This design comes from an exercise in tuning for small area and a short achievable clock period on the open sky130 flow, not from production work.
Function was checked by simulation only, so behaviour that the tests miss may differ from the original.
Power is estimated from default activity; no workload was simulated.

==> flow/design.v <==
module rslt_writer #(
  parameter int DATA_WIDTH      = 16,
  parameter int COL_WIDTH       = 8,
  parameter int ROW_WIDTH       = 8,
  parameter int RSLT_ADDR_WIDTH = 12,
  parameter int POOL_BUF_DEPTH  = 128
) (
  input  logic                       clk,
  input  logic                       reset,
  input  logic                       start,
  input  logic                       pool_en,
  input  logic                       relu_en,
  input  logic [COL_WIDTH-1:0]       result_cols,
  input  logic [ROW_WIDTH-1:0]       result_rows,
  input  logic [RSLT_ADDR_WIDTH-1:0] base_addr,
  input  logic                       pix_valid,
  input  logic [DATA_WIDTH-1:0]      pix_data,
  output logic                       rslt_we,
  output logic [RSLT_ADDR_WIDTH-1:0] rslt_addr,
  output logic [DATA_WIDTH-1:0]      rslt_wdata,
  output logic                       busy,
  output logic                       done,
  output logic                       err_extra
);
  localparam int DW = DATA_WIDTH;
  logic                       start_d;
  logic                       pool_q;
  logic                       relu_q;
  logic [COL_WIDTH-1:0]       cols_q;
  logic [COL_WIDTH-1:0]       col_left;    
  logic [ROW_WIDTH-1:0]       row_left;    
  logic                       rpar;        
  logic signed [DW-1:0]       h_q;         
  logic                       first;       
  logic                       shift_q;
  logic                       idle;
  logic                       arm;
  logic                       run_acc;     
  logic                       lc, lr;      
  logic                       cpar;        
  logic                       wr_run;      
  logic                       a_lc, a_lr;  
  logic                       a_wr;        
  logic                       e_relu;
  logic [COL_WIDTH-1:0]       cl_dec;
  logic signed [DW-1:0]       x;
  logic signed [DW-1:0]       xr;
  logic signed [DW-1:0]       lb;
  logic signed [DW-1:0]       a;
  logic signed [DW-1:0]       pw;
  always_comb begin
    idle    = ~busy & ~done;
    arm     = idle & start & ~start_d;
    run_acc = busy & start & pix_valid;
    lc      = (col_left == '0);
    lr      = (row_left == '0);
    cpar    = cols_q[0] ^ col_left[0];
    cl_dec  = lc ? cols_q : col_left - 1'b1;
    wr_run  = run_acc & (~pool_q | (cpar & rpar));
    a_lc    = (result_cols == '0);
    a_lr    = (result_rows == '0);
    a_wr    = pix_valid & ~pool_en;
    e_relu  = arm ? relu_en : relu_q;
  end
  logic [6:0] g;
  assign g = cols_q[7:1];
  logic [64*DW-1:0] seg6;
  logic [32*DW-1:0] seg5;
  logic [16*DW-1:0] seg4;
  logic [8*DW-1:0]  seg3;
  logic [4*DW-1:0]  seg2;
  logic [2*DW-1:0]  seg1;
  logic [DW-1:0]    seg0;
  logic [DW-1:0]    in6, in5, in4, in3, in2, in1, in0, inf;
  always_comb begin
    in6 = h_q;
    in5 = g[6] ? seg6[64*DW-1 -: DW] : in6;
    in4 = g[5] ? seg5[32*DW-1 -: DW] : in5;
    in3 = g[4] ? seg4[16*DW-1 -: DW] : in4;
    in2 = g[3] ? seg3[8*DW-1  -: DW] : in3;
    in1 = g[2] ? seg2[4*DW-1  -: DW] : in2;
    in0 = g[1] ? seg1[2*DW-1  -: DW] : in1;
    inf = g[0] ? seg0                : in0;
  end
  always_ff @(posedge clk) begin
    if (shift_q) begin
      seg6 <= {seg6[63*DW-1:0], in6};
      seg5 <= {seg5[31*DW-1:0], in5};
      seg4 <= {seg4[15*DW-1:0], in4};
      seg3 <= {seg3[7*DW-1:0],  in3};
      seg2 <= {seg2[3*DW-1:0],  in2};
      seg1 <= {seg1[DW-1:0],    in1};
      seg0 <= in0;
      lb   <= inf;
    end
  end
  function automatic logic sgt(input logic [DW-1:0] a,
                               input logic [DW-1:0] b);
    logic [DW-1:0] ua, ub, gt, eq;
    integer w, i;
    begin
      ua = {~a[DW-1], a[DW-2:0]};
      ub = {~b[DW-1], b[DW-2:0]};
      gt = ua & ~ub;
      eq = ~(ua ^ ub);
      for (w = 1; w < DW; w = w * 2)
        for (i = 0; i + w < DW; i = i + 2 * w) begin
          gt[i] = gt[i + w] | (eq[i + w] & gt[i]);
          eq[i] = eq[i + w] & eq[i];
        end
      sgt = gt[0];
    end
  endfunction
  logic x_gt_lb, x_gt_h, lb_gt_h;
  always_comb begin
    x       = $signed(pix_data);
    xr      = (e_relu & x[DW-1]) ? '0 : x;
    x_gt_lb = sgt(x, lb);
    x_gt_h  = sgt(x, h_q);
    lb_gt_h = sgt(lb, h_q);
    a       = lb_gt_h ? lb : h_q;
    pw      = (x_gt_lb & x_gt_h) ? x : a;
  end
  always_ff @(posedge clk) begin
    if (arm) begin
      pool_q <= pool_en;
      relu_q <= relu_en;
      cols_q <= result_cols;
    end
    if (arm) begin
      col_left <= (pix_valid & ~a_lc) ? result_cols - 1'b1 : result_cols;
      row_left <= (pix_valid & a_lc) ? result_rows - 1'b1 : result_rows;
      rpar     <= pix_valid & a_lc;
    end else if (run_acc) begin
      col_left <= cl_dec;
      if (lc)
        row_left <= row_left - 1'b1;
      rpar     <= rpar ^ lc;
    end
    shift_q <= run_acc & pool_q & (cpar | lc);
    if (pix_valid)
      h_q <= (cpar & ~arm) ? (x_gt_h ? x : h_q) : xr;
    if (arm)
      first <= ~a_wr;
    else if (wr_run)
      first <= 1'b0;
  end
  always_ff @(posedge clk or negedge reset) begin
    if (!reset) begin
      start_d    <= 1'b0;
      rslt_we    <= 1'b0;
      rslt_addr  <= '0;
      rslt_wdata <= '0;
      busy       <= 1'b0;
      done       <= 1'b0;
      err_extra  <= 1'b0;
    end else begin
      start_d <= start;
      if (arm) begin
        busy       <= ~(pix_valid & a_lc & a_lr);
        done       <= pix_valid & a_lc & a_lr;
        err_extra  <= 1'b0;
        rslt_we    <= a_wr;
        rslt_addr  <= base_addr;
      end else begin
        busy       <= busy & start & ~(pix_valid & lc & lr);
        done       <= (run_acc & lc & lr) | (done & start);
        err_extra  <= err_extra | (pix_valid & ~busy);
        rslt_we    <= wr_run;
        if (wr_run)
          rslt_addr <= rslt_addr + {{(RSLT_ADDR_WIDTH-1){1'b0}}, ~first};
      end
      rslt_wdata <= (~arm & pool_q) ? pw : xr;
    end
  end
endmodule
==> flow/config.mk <==
export PLATFORM = sky130hd
export DESIGN_NAME = rslt_writer
export DESIGN_NICKNAME = rslt_writer
export VERILOG_FILES = /design/flow/design.v
export SDC_FILE = /design/flow/constraint.sdc
export NUM_CORES = 4
export LEC_CHECK = 0
export CAP_MARGIN = 20
export CORE_MARGIN = 2
export CORE_UTILIZATION = 57
export SETUP_SLACK_MARGIN = 5
export SLEW_MARGIN = 20
export TNS_END_PERCENT = 100
==> flow/constraint.sdc <==
create_clock -name core_clock -period 8.0 [get_ports {clk}]
set_input_delay 1.6000 -clock core_clock [delete_from_list [all_inputs] [get_ports {clk}]]
set_output_delay 1.6000 -clock core_clock [all_outputs]
set_load 0.01 [all_outputs]
standard.sh (not shown) runs the stock make flow with config.mk's settings and CLKGATE_MAP_FILE= SYNTH_SCRIPT=/design/flow/synth_recipe.tcl, a recipe that flattens the netlist after the stock synthesis.
==> flow/flow/run.sh <==
#!/bin/bash
export CTS_ARGS="-sink_clustering_enable -repair_clock_nets -sink_clustering_size 25 -sink_clustering_max_diameter 60 -dont_use_dummy_load"
export PRE_IO_PLACEMENT_TCL="$PWD/flow/io.tcl"
sed -e 's/SETUP_SLACK_MARGIN=[0-9.]*/SETUP_SLACK_MARGIN=5.2/' standard.sh > standard_m.sh
bash standard_m.sh > standard.log 2>&1
==> flow/flow/io.tcl <==
# Keep every port but the clock on one stretch of the left edge, so the
# pixel inputs, the control inputs and the registered outputs sit close
# together and the short input-to-register and register-to-output paths
# stay short.
set names {}
foreach bt [[ord::get_db_block] getBTerms] {
  set n [$bt getName]
  if {$n ne "clk"} { lappend names $n }
}
set_io_pin_constraint -pin_names $names -region left:100-250
The first run completed without violations.
==> next run, changes <==
--- a/flow/design.v
+++ b/flow/design.v
@@ -61,10 +61,9 @@
     a_lr    = (result_rows == '0);
     a_wr    = pix_valid & ~pool_en;
     e_relu  = arm ? relu_en : relu_q;
   end
-  logic [6:0] g;
-  assign g = cols_q[7:1];
+  logic [6:0] g;    
   logic [64*DW-1:0] seg6;
   logic [32*DW-1:0] seg5;
   logic [16*DW-1:0] seg4;
   logic [8*DW-1:0]  seg3;
@@ -125,8 +124,9 @@
     if (arm) begin
       pool_q <= pool_en;
       relu_q <= relu_en;
       cols_q <= result_cols;
+      g      <= 7'((result_cols - 1'b1) >> 1);
     end
     if (arm) begin
       col_left <= (pix_valid & ~a_lc) ? result_cols - 1'b1 : result_cols;
       row_left <= (pix_valid & a_lc) ? result_rows - 1'b1 : result_rows;
@@ -136,9 +136,9 @@
       if (lc)
         row_left <= row_left - 1'b1;
       rpar     <= rpar ^ lc;
     end
-    shift_q <= run_acc & pool_q & (cpar | lc);
+    shift_q <= run_acc & pool_q & cpar;
     if (pix_valid)
       h_q <= (cpar & ~arm) ? (x_gt_h ? x : h_q) : xr;
     if (arm)
       first <= ~a_wr;
Result:
- The new run finished clean
- cell count increases by 0.53%
- non-clock buffer count is lower by 13
- synthesized cell count is higher by 0.89%
- wire length drops by 2.0%
- via count rose by 0.35%
- clock-buffer cell count rose by 3
- power is higher by 1.0%
- core utilization went down by 0.53 points
- global-route usage fell by 0.27 points
- die area went up by 0.65%
- synthesized area is higher by 0.65%
- worst setup slack improves by 0.14 ns
- sequential power stays flat

-- afterwards: timing with drivers on the ports --
In the flow no input, the clock included, has a driving cell. The finished layouts below were timed again as built, in two steps.
Step 1, drivers: a clkbuf_16 drives clk and a buf_2 each remaining input, both assumed.
Step 2 adds t to the input delays and takes it off the output delays; t is the mean of the earliest and latest rising clock arrival at the registers after step 1. Input paths then give back, and output paths get back, about the clock's delay inside the block.
Three values: no drivers, after step 1, after step 2; two values: the first two.
| run | t, ns | slack for setup (ns) | worst setup path at the end | worst data-port slew with drivers (ns) | pins driven straight from the clock port |
|---|---|---|---|---|---|
| the first run | 0.754 | 4.942 / 4.970 / 4.217 | input to register | 0.07 | 1 |
| the second run | 0.776 | 5.078 / 5.003 / 4.442 | input to register | 0.07 | 1 |
After both steps setup and hold are still met in every run listed. The setup slack of the first run, which loses most, moves by +0.028 ns with the drivers and by -0.725 ns with both steps.
